This is an optimization exercise on Yosys and OpenROAD, whose aim is small area, a short achievable clock period and few clock cycles per item, not a production implementation.
At most, simulation tests tie the RTL to the original design; equivalence was not proved.

==> inputs of job 3707 <==
==> flow/design.v <==
package aes_pkg;
  typedef logic [127:0] block_t;
  typedef logic [31:0]  word_t;
  typedef enum logic [1:0] {IDLE, KEXP, DEC} fsm_t;
  localparam logic [3:0] ROUND_END  = 4'd11;
  localparam logic [3:0] KEXP_STEPS = 4'd10;
  function automatic logic [7:0] rcon(input logic [3:0] i);
    case (i)
      4'd1: rcon = 8'h01; 4'd2: rcon = 8'h02; 4'd3: rcon = 8'h04; 4'd4: rcon = 8'h08; 4'd5: rcon = 8'h10;
      4'd6: rcon = 8'h20; 4'd7: rcon = 8'h40; 4'd8: rcon = 8'h80; 4'd9: rcon = 8'h1b; 4'd10: rcon = 8'h36;
      default: rcon = 8'h00;
    endcase
  endfunction
  function automatic logic [7:0] inv_mix_coef(input logic [1:0] i);
    case (i)
      2'd0: inv_mix_coef = 8'h0e; 2'd1: inv_mix_coef = 8'h0b; 2'd2: inv_mix_coef = 8'h0d; default: inv_mix_coef = 8'h09;
    endcase
  endfunction
  function automatic logic [3:0] gf16_mul(input logic [3:0] a, input logic [3:0] b);
    logic [6:0] p;
    p = 7'd0;
    for (int i = 0; i < 4; i++)
      if (b[i]) p = p ^ (7'(a) << i);
    if (p[6]) p = p ^ 7'h4c;
    if (p[5]) p = p ^ 7'h26;
    if (p[4]) p = p ^ 7'h13;
    gf16_mul = p[3:0];
  endfunction
  function automatic logic [3:0] gf16_inv(input logic [3:0] a);
    case (a)
      4'h0: gf16_inv = 4'h0;
      4'h1: gf16_inv = 4'h1;
      4'h2: gf16_inv = 4'h9;
      4'h3: gf16_inv = 4'he;
      4'h4: gf16_inv = 4'hd;
      4'h5: gf16_inv = 4'hb;
      4'h6: gf16_inv = 4'h7;
      4'h7: gf16_inv = 4'h6;
      4'h8: gf16_inv = 4'hf;
      4'h9: gf16_inv = 4'h2;
      4'ha: gf16_inv = 4'hc;
      4'hb: gf16_inv = 4'h5;
      4'hc: gf16_inv = 4'ha;
      4'hd: gf16_inv = 4'h4;
      4'he: gf16_inv = 4'h3;
      4'hf: gf16_inv = 4'h8;
      default: gf16_inv = 4'h0;
    endcase
  endfunction
  function automatic logic [7:0] gf256t_inv(input logic [7:0] t);
    logic [3:0] h, l, d, di;
    h  = t[7:4];
    l  = t[3:0];
    d  = gf16_mul(gf16_mul(h, h), 4'd8) ^ gf16_mul(h, l) ^ gf16_mul(l, l);
    di = gf16_inv(d);
    gf256t_inv = {gf16_mul(h, di), gf16_mul(h ^ l, di)};
  endfunction
  function automatic logic [7:0] sbox(input logic [7:0] a);
    logic [7:0] t;
    logic [7:0] u;
    t = {a[5] ^ a[7], a[2] ^ a[3] ^ a[5] ^ a[7], a[1] ^ a[4] ^ a[6] ^ a[7], a[4] ^ a[5] ^ a[6], a[3] ^ a[4], a[2] ^ a[3] ^ a[4] ^ a[5] ^ a[6] ^ a[7], a[2], a[0] ^ a[5] ^ a[7]};
    u = gf256t_inv(t);
    sbox = {u[1] ^ u[2], u[4] ^ u[6] ^ u[7] ^ 1'b1, u[1] ^ u[2] ^ u[3] ^ u[5] ^ u[6] ^ u[7] ^ 1'b1, u[0] ^ u[1] ^ u[3] ^ u[4] ^ u[5], u[0] ^ u[2] ^ u[5], u[0] ^ u[3] ^ u[5] ^ u[6], u[0] ^ u[1] ^ u[2] ^ u[3] ^ u[4] ^ u[5] ^ 1'b1, u[0] ^ u[2] ^ u[6] ^ 1'b1};
  endfunction
  function automatic logic [7:0] inv_sbox(input logic [7:0] a);
    logic [7:0] t;
    logic [7:0] u;
    t = {a[1] ^ a[2] ^ a[6] ^ a[7], a[0] ^ a[4] ^ a[5] ^ a[6] ^ 1'b1, a[3] ^ a[4] ^ a[5] ^ a[6], a[0] ^ a[1] ^ a[2] ^ a[4] ^ a[5] ^ a[6] ^ a[7], a[0] ^ a[1] ^ a[2] ^ a[3] ^ a[5] ^ a[6], a[1] ^ a[4] ^ 1'b1, a[1] ^ a[4] ^ a[7] ^ 1'b1, a[1] ^ a[5] ^ a[6] ^ 1'b1};
    u = gf256t_inv(t);
    inv_sbox = {u[2] ^ u[4] ^ u[6] ^ u[7], u[1] ^ u[2] ^ u[3] ^ u[7], u[2] ^ u[4] ^ u[6], u[1] ^ u[3] ^ u[6] ^ u[7], u[1] ^ u[6] ^ u[7], u[1], u[4] ^ u[5] ^ u[7], u[0] ^ u[7]};
  endfunction
  function automatic logic [7:0] xtime(input logic [7:0] a);
    xtime = {a[6:0], 1'b0} ^ (a[7] ? 8'h1b : 8'h00);
  endfunction
  function automatic logic [7:0] gmul(input logic [7:0] a, input logic [7:0] b);
    logic [7:0] p;
    logic [7:0] x;
    p = 8'h00;
    x = a;
    for (int i = 0; i < 8; i++) begin
      if (b[i]) p = p ^ x;
      x = xtime(x);
    end
    gmul = p;
  endfunction
  function automatic word_t sub_rot_word(input word_t w);
    sub_rot_word = {sbox(w[23:16]), sbox(w[15:8]), sbox(w[7:0]), sbox(w[31:24])};
  endfunction
endpackage
module aes_inv_keys
(
  input  logic       sclk,
  input  logic       srst,
  input  logic       load,
  input  logic       fwd_step,
  input  logic       bwd_step,
  input  logic [3:0] rc_idx,
  input  aes_pkg::block_t     key,
  output aes_pkg::block_t     rk,
  output logic       hit
);
  aes_pkg::word_t      w0, w1, w2, w3;
  aes_pkg::word_t      fw0, fw1, fw2, fw3;
  aes_pkg::word_t      bw0, bw1, bw2, bw3;
  aes_pkg::block_t     rk_fwd;
  aes_pkg::block_t     rk_bwd;
  aes_pkg::block_t     rk_load;
  logic [7:0] rc;
  assign hit     = 1'b0;
  assign rk_load = key;
  always_comb begin
    rc = (rc_idx >= 4'd1 && rc_idx <= 4'd10) ? aes_pkg::rcon(rc_idx) : 8'h00;
    {w0, w1, w2, w3} = rk;
    fw0 = w0 ^ aes_pkg::sub_rot_word(w3) ^ {rc, 24'h000000};
    fw1 = w1 ^ fw0;
    fw2 = w2 ^ fw1;
    fw3 = w3 ^ fw2;
    bw3 = w3 ^ w2;
    bw2 = w2 ^ w1;
    bw1 = w1 ^ w0;
    bw0 = w0 ^ aes_pkg::sub_rot_word(bw3) ^ {rc, 24'h000000};
    rk_fwd = {fw0, fw1, fw2, fw3};
    rk_bwd = {bw0, bw1, bw2, bw3};
  end
  always_ff @(posedge sclk) begin
    if (srst)
      rk <= '0;
    else if (load)
      rk <= rk_load;
    else if (fwd_step)
      rk <= rk_fwd;
    else if (bwd_step)
      rk <= rk_bwd;
  end
endmodule
module aes_inv_core
(
  input  logic         sclk,
  input  logic         srst,
  input  logic         en,
  input  logic [127:0] text,
  input  logic [127:0] key,
  output logic         busy,
  output logic         valid,
  output logic [127:0] val
);
  aes_pkg::fsm_t       fsm;
  aes_pkg::block_t     st;
  logic [3:0] cnt;
  aes_pkg::block_t     rk;
  logic       hit;
  logic       load;
  logic       fwd_step;
  logic       bwd_step;
  logic [3:0] rc_idx;
  aes_pkg::block_t     sr;
  aes_pkg::block_t     ark;
  aes_pkg::block_t     mix;
  assign load     = (fsm == aes_pkg::IDLE) && en;
  assign fwd_step = (fsm == aes_pkg::KEXP);
  assign bwd_step = (fsm == aes_pkg::DEC) && (cnt < aes_pkg::ROUND_END);
  assign rc_idx   = (fsm == aes_pkg::KEXP) ? cnt + 4'd1 : aes_pkg::ROUND_END - cnt;
  aes_inv_keys u_keys (
    .sclk     (sclk),
    .srst     (srst),
    .load     (load),
    .fwd_step (fwd_step),
    .bwd_step (bwd_step),
    .rc_idx   (rc_idx),
    .key      (key),
    .rk       (rk),
    .hit      (hit)
  );
  assign val = st;
  always_comb begin
    mix = '0;
    for (int c = 0; c < 4; c++)
      for (int r = 0; r < 4; r++)
        sr[127 - 8*(r + 4*c) -: 8] = st[127 - 8*(r + 4*((c - r + 4) % 4)) -: 8];
    for (int i = 0; i < 16; i++)
      ark[127 - 8*i -: 8] = aes_pkg::inv_sbox(sr[127 - 8*i -: 8]) ^ rk[127 - 8*i -: 8];
    for (int c = 0; c < 4; c++)
      for (int r = 0; r < 4; r++)
        for (int k = 0; k < 4; k++)
          mix[127 - 8*(r + 4*c) -: 8] = mix[127 - 8*(r + 4*c) -: 8]
                                        ^ aes_pkg::gmul(ark[127 - 8*(4*c + k) -: 8], aes_pkg::inv_mix_coef(2'((k - r + 4) % 4)));
  end
  always_ff @(posedge sclk) begin
    if (srst) begin
      fsm   <= aes_pkg::IDLE;
      cnt   <= 4'd0;
      st   <= '0;
      busy  <= 1'b0;
      valid <= 1'b0;
    end else begin
      valid <= 1'b0;
      case (fsm)
        aes_pkg::IDLE: begin
          if (en) begin
            st  <= text;
            busy <= 1'b1;
            cnt  <= hit ? 4'd1 : 4'd0;
            fsm  <= hit ? aes_pkg::DEC : aes_pkg::KEXP;
          end
        end
        aes_pkg::KEXP: begin
          if (cnt == aes_pkg::KEXP_STEPS - 4'd1) begin
            cnt <= 4'd1;
            fsm <= aes_pkg::DEC;
          end else begin
            cnt <= cnt + 4'd1;
          end
        end
        aes_pkg::DEC: begin
          cnt <= cnt + 4'd1;
          if (cnt == 4'd1) begin
            st <= st ^ rk;
          end else if (cnt == aes_pkg::ROUND_END) begin
            st   <= ark;
            cnt   <= 4'd0;
            fsm   <= aes_pkg::IDLE;
            busy  <= 1'b0;
            valid <= 1'b1;
          end else begin
            st <= mix;
          end
        end
        default: fsm <= aes_pkg::IDLE;
      endcase
    end
  end
endmodule
==> flow/run.sh <==
#!/bin/bash
# synth_recipe.tcl (not shown) runs the flow's synth.tcl, then flattens the netlist and writes it again
# the make line also repeats each setting of config.mk as NAME=value (left out here)
make -C /OpenROAD-flow-scripts/flow DESIGN_CONFIG=/design/flow/config.mk WORK_HOME=/design/flow/orfs CLKGATE_MAP_FILE= SYNTH_SCRIPT=/design/flow/synth_recipe.tcl finish
==> flow/config.mk <==
export PLATFORM = sky130hd
export DESIGN_NAME = aes_inv_core
export DESIGN_NICKNAME = aes_inv_core
export VERILOG_FILES = /design/flow/design.v
export SDC_FILE = /design/flow/constraint.sdc
export NUM_CORES = 4
export LEC_CHECK = 0
export CAP_MARGIN = 20
export CORE_MARGIN = 2
export CORE_UTILIZATION = 35
export SLEW_MARGIN = 20
==> flow/constraint.sdc <==
create_clock -name core_clock -period 10.0 [get_ports {sclk}]
set_input_delay 2.0000 -clock core_clock [delete_from_list [all_inputs] [get_ports {sclk}]]
set_output_delay 2.0000 -clock core_clock [all_outputs]
set_load 0.01 [all_outputs]
==> inputs of job 9859, as changes to job 3707 <==
--- a/flow/design.v
+++ b/flow/design.v
@@ -84,4 +84,17 @@
     gmul = p;
   endfunction
+  function automatic word_t inv_mix_col(input word_t x);
+    logic [7:0] a0, a1, a2, a3, u, v, b0, b1, b2, b3, t;
+    {a0, a1, a2, a3} = x;
+    u  = xtime(xtime(a0 ^ a2));
+    v  = xtime(xtime(a1 ^ a3));
+    b0 = a0 ^ u;
+    b1 = a1 ^ v;
+    b2 = a2 ^ u;
+    b3 = a3 ^ v;
+    t  = b0 ^ b1 ^ b2 ^ b3;
+    inv_mix_col = {b0 ^ t ^ xtime(b0 ^ b1), b1 ^ t ^ xtime(b1 ^ b2),
+                   b2 ^ t ^ xtime(b2 ^ b3), b3 ^ t ^ xtime(b3 ^ b0)};
+  endfunction
   function automatic word_t sub_rot_word(input word_t w);
     sub_rot_word = {sbox(w[23:16]), sbox(w[15:8]), sbox(w[7:0]), sbox(w[31:24])};
@@ -90,46 +103,42 @@
 module aes_inv_keys
 (
-  input  logic       sclk,
-  input  logic       srst,
-  input  logic       load,
-  input  logic       fwd_step,
-  input  logic       bwd_step,
-  input  logic [3:0] rc_idx,
-  input  aes_pkg::block_t     key,
-  output aes_pkg::block_t     rk,
-  output logic       hit
+  input  logic         sclk,
+  input  logic         kx,
+  input  logic [3:0]   ki,        
+  input  logic         ld_key,    
+  input  logic         ld_rkc,    
+  input  logic         fwd,       
+  input  logic         bwd,       
+  input  logic         save,      
+  input  logic [127:0] key,
+  output logic [127:0] rkc,
+  output logic [127:0] fk,
+  output logic [127:0] kr,
+  output logic         same       
 );
-  aes_pkg::word_t      w0, w1, w2, w3;
-  aes_pkg::word_t      fw0, fw1, fw2, fw3;
-  aes_pkg::word_t      bw0, bw1, bw2, bw3;
-  aes_pkg::block_t     rk_fwd;
-  aes_pkg::block_t     rk_bwd;
-  aes_pkg::block_t     rk_load;
-  logic [7:0] rc;
-  assign hit     = 1'b0;
-  assign rk_load = key;
+  logic [127:0] rk;
+  logic [31:0]  w0, w1, w2, w3, sin, sub, t0;
+  logic [7:0]   rc;
   always_comb begin
-    rc = (rc_idx >= 4'd1 && rc_idx <= 4'd10) ? aes_pkg::rcon(rc_idx) : 8'h00;
     {w0, w1, w2, w3} = rk;
-    fw0 = w0 ^ aes_pkg::sub_rot_word(w3) ^ {rc, 24'h000000};
-    fw1 = w1 ^ fw0;
-    fw2 = w2 ^ fw1;
-    fw3 = w3 ^ fw2;
-    bw3 = w3 ^ w2;
-    bw2 = w2 ^ w1;
-    bw1 = w1 ^ w0;
-    bw0 = w0 ^ aes_pkg::sub_rot_word(bw3) ^ {rc, 24'h000000};
-    rk_fwd = {fw0, fw1, fw2, fw3};
-    rk_bwd = {bw0, bw1, bw2, bw3};
-  end
+    rc  = aes_pkg::rcon(kx ? ki + 4'd1 : ki);
+    sin = kx ? w3 : (w3 ^ w2);
+    sub = aes_pkg::sub_rot_word(sin);
+    t0  = w0 ^ sub ^ {rc, 24'h000000};
+    fk  = {t0, t0 ^ w1, t0 ^ w1 ^ w2, t0 ^ w1 ^ w2 ^ w3};
+    kr  = {t0, w0 ^ w1, w1 ^ w2, w2 ^ w3};
+  end
+  assign same = (key == rk);
   always_ff @(posedge sclk) begin
-    if (srst)
-      rk <= '0;
-    else if (load)
-      rk <= rk_load;
-    else if (fwd_step)
-      rk <= rk_fwd;
-    else if (bwd_step)
-      rk <= rk_bwd;
+    if (ld_key)
+      rk <= key;
+    else if (ld_rkc)
+      rk <= rkc;
+    else if (fwd)
+      rk <= fk;
+    else if (bwd)
+      rk <= kr;
+    if (save)
+      rkc <= rk;
   end
 endmodule
@@ -145,87 +154,76 @@
   output logic [127:0] val
 );
-  aes_pkg::fsm_t       fsm;
-  aes_pkg::block_t     st;
-  logic [3:0] cnt;
-  aes_pkg::block_t     rk;
-  logic       hit;
-  logic       load;
-  logic       fwd_step;
-  logic       bwd_step;
-  logic [3:0] rc_idx;
-  aes_pkg::block_t     sr;
-  aes_pkg::block_t     ark;
-  aes_pkg::block_t     mix;
-  assign load     = (fsm == aes_pkg::IDLE) && en;
-  assign fwd_step = (fsm == aes_pkg::KEXP);
-  assign bwd_step = (fsm == aes_pkg::DEC) && (cnt < aes_pkg::ROUND_END);
-  assign rc_idx   = (fsm == aes_pkg::KEXP) ? cnt + 4'd1 : aes_pkg::ROUND_END - cnt;
+  logic [127:0] st;
+  logic         kx;       
+  logic [3:0]   ki;       
+  logic         cv;       
+  logic         same;
+  logic         hit;
+  logic [127:0] rkc, fk, kr;
+  logic [127:0] sr, ark, mix;
+  assign hit = cv & same;
+  assign val = st;
   aes_inv_keys u_keys (
-    .sclk     (sclk),
-    .srst     (srst),
-    .load     (load),
-    .fwd_step (fwd_step),
-    .bwd_step (bwd_step),
-    .rc_idx   (rc_idx),
-    .key      (key),
-    .rk       (rk),
-    .hit      (hit)
+    .sclk   (sclk),
+    .kx     (kx),
+    .ki     (ki),
+    .ld_key (!busy && en && !hit),
+    .ld_rkc (!busy && en && hit),
+    .fwd    (busy && kx),
+    .bwd    (busy && !kx),
+    .save   (busy && !kx && ki == 4'd10),
+    .key    (key),
+    .rkc    (rkc),
+    .fk     (fk),
+    .kr     (kr),
+    .same   (same)
   );
-  assign val = st;
   always_comb begin
-    mix = '0;
     for (int c = 0; c < 4; c++)
       for (int r = 0; r < 4; r++)
         sr[127 - 8*(r + 4*c) -: 8] = st[127 - 8*(r + 4*((c - r + 4) % 4)) -: 8];
     for (int i = 0; i < 16; i++)
-      ark[127 - 8*i -: 8] = aes_pkg::inv_sbox(sr[127 - 8*i -: 8]) ^ rk[127 - 8*i -: 8];
+      ark[127 - 8*i -: 8] = aes_pkg::inv_sbox(sr[127 - 8*i -: 8]) ^ kr[127 - 8*i -: 8];
     for (int c = 0; c < 4; c++)
-      for (int r = 0; r < 4; r++)
-        for (int k = 0; k < 4; k++)
-          mix[127 - 8*(r + 4*c) -: 8] = mix[127 - 8*(r + 4*c) -: 8]
-                                        ^ aes_pkg::gmul(ark[127 - 8*(4*c + k) -: 8], aes_pkg::inv_mix_coef(2'((k - r + 4) % 4)));
+      mix[127 - 32*c -: 32] = aes_pkg::inv_mix_col(ark[127 - 32*c -: 32]);
+  end
+  always_ff @(posedge sclk) begin
+    if (!busy)
+      st <= text ^ (hit ? rkc : 128'd0);
+    else if (kx) begin
+      if (ki == 4'd9)
+        st <= st ^ fk;
+    end else if (ki == 4'd1)
+      st <= ark;
+    else
+      st <= mix;
   end
   always_ff @(posedge sclk) begin
     if (srst) begin
-      fsm   <= aes_pkg::IDLE;
-      cnt   <= 4'd0;
-      st   <= '0;
       busy  <= 1'b0;
       valid <= 1'b0;
+      cv    <= 1'b0;
     end else begin
       valid <= 1'b0;
-      case (fsm)
-        aes_pkg::IDLE: begin
-          if (en) begin
-            st  <= text;
-            busy <= 1'b1;
-            cnt  <= hit ? 4'd1 : 4'd0;
-            fsm  <= hit ? aes_pkg::DEC : aes_pkg::KEXP;
-          end
+      if (!busy) begin
+        if (en) begin
+          busy <= 1'b1;
+          kx   <= !hit;
+          ki   <= hit ? 4'd10 : 4'd0;
+          if (!hit)
+            cv <= 1'b0;
         end
-        aes_pkg::KEXP: begin
-          if (cnt == aes_pkg::KEXP_STEPS - 4'd1) begin
-            cnt <= 4'd1;
-            fsm <= aes_pkg::DEC;
-          end else begin
-            cnt <= cnt + 4'd1;
-          end
+      end else if (kx) begin
+        ki <= ki + 4'd1;
+        if (ki == 4'd9)
+          kx <= 1'b0;
+      end else begin
+        ki <= ki - 4'd1;
+        if (ki == 4'd1) begin
+          busy  <= 1'b0;
+          valid <= 1'b1;
+          cv    <= 1'b1;
         end
-        aes_pkg::DEC: begin
-          cnt <= cnt + 4'd1;
-          if (cnt == 4'd1) begin
-            st <= st ^ rk;
-          end else if (cnt == aes_pkg::ROUND_END) begin
-            st   <= ark;
-            cnt   <= 4'd0;
-            fsm   <= aes_pkg::IDLE;
-            busy  <= 1'b0;
-            valid <= 1'b1;
-          end else begin
-            st <= mix;
-          end
-        end
-        default: fsm <= aes_pkg::IDLE;
-      endcase
+      end
     end
   end
SETUP_SLACK_MARGIN = 3   (was unset)
==> comparison <==
Job 9859 went through all stages and came out clean. Job 3707 produced a clean layout. Between job 3707 and job 9859, the lower register-to-register slack is in job 3707 (gap 1500 ps). Between job 3707 and job 9859, the lower synthesized cell count is in job 9859 (gap 11%, measured against job 9859). Against job 9859, the clock-buffer cell count of job 3707 is lower by 10. Against job 3707, the utilization of job 9859 is higher by 13 points. Non-clock buffer count: job 9859 is higher than job 3707 (1187). Between job 9859 and job 3707, the lower critical path depth is in job 3707 (gap 5).
Testbench counts of job 9859, summed over its fixed seeds: cycles 25,330, items 1,920.
Function not checked in job 3707: the RTL went through the layout flow alone.

-- static timing again, ports no longer ideal --
In the flow no input, the clock included, has a driving cell. The finished layouts below were timed again as built, in two steps.
Step 1 (the two cells are an assumption about what drives the block):
set clk [get_ports {sclk}]
set_driving_cell -lib_cell sky130_fd_sc_hd__clkbuf_16 $clk
set_driving_cell -lib_cell sky130_fd_sc_hd__buf_2 [delete_from_list [all_inputs] $clk]
Step 2 adds t to the input delays and takes it off the output delays; t is the mean of the earliest and latest rising clock arrival at the registers after step 1. Input paths then give back, and output paths get back, about the clock's delay inside the block.
a / b / c = no drivers / after step 1 / after step 2; a / b = the first two.
run | t (ns) | slack for setup (ns) | latest minus earliest clock arrival (ns)
job 3707 | 0.734 | 0.823 / 0.823 / 0.823 | 0.035 / 0.035
job 9859 | 0.769 | 2.365 / 2.365 / 2.000 | 0.029 / 0.028
After both steps setup and hold are still met in every run listed. For job 9859, which loses most, drivers alone change the setup slack by 0.000 ns; drivers and shift together by -0.365 ns.
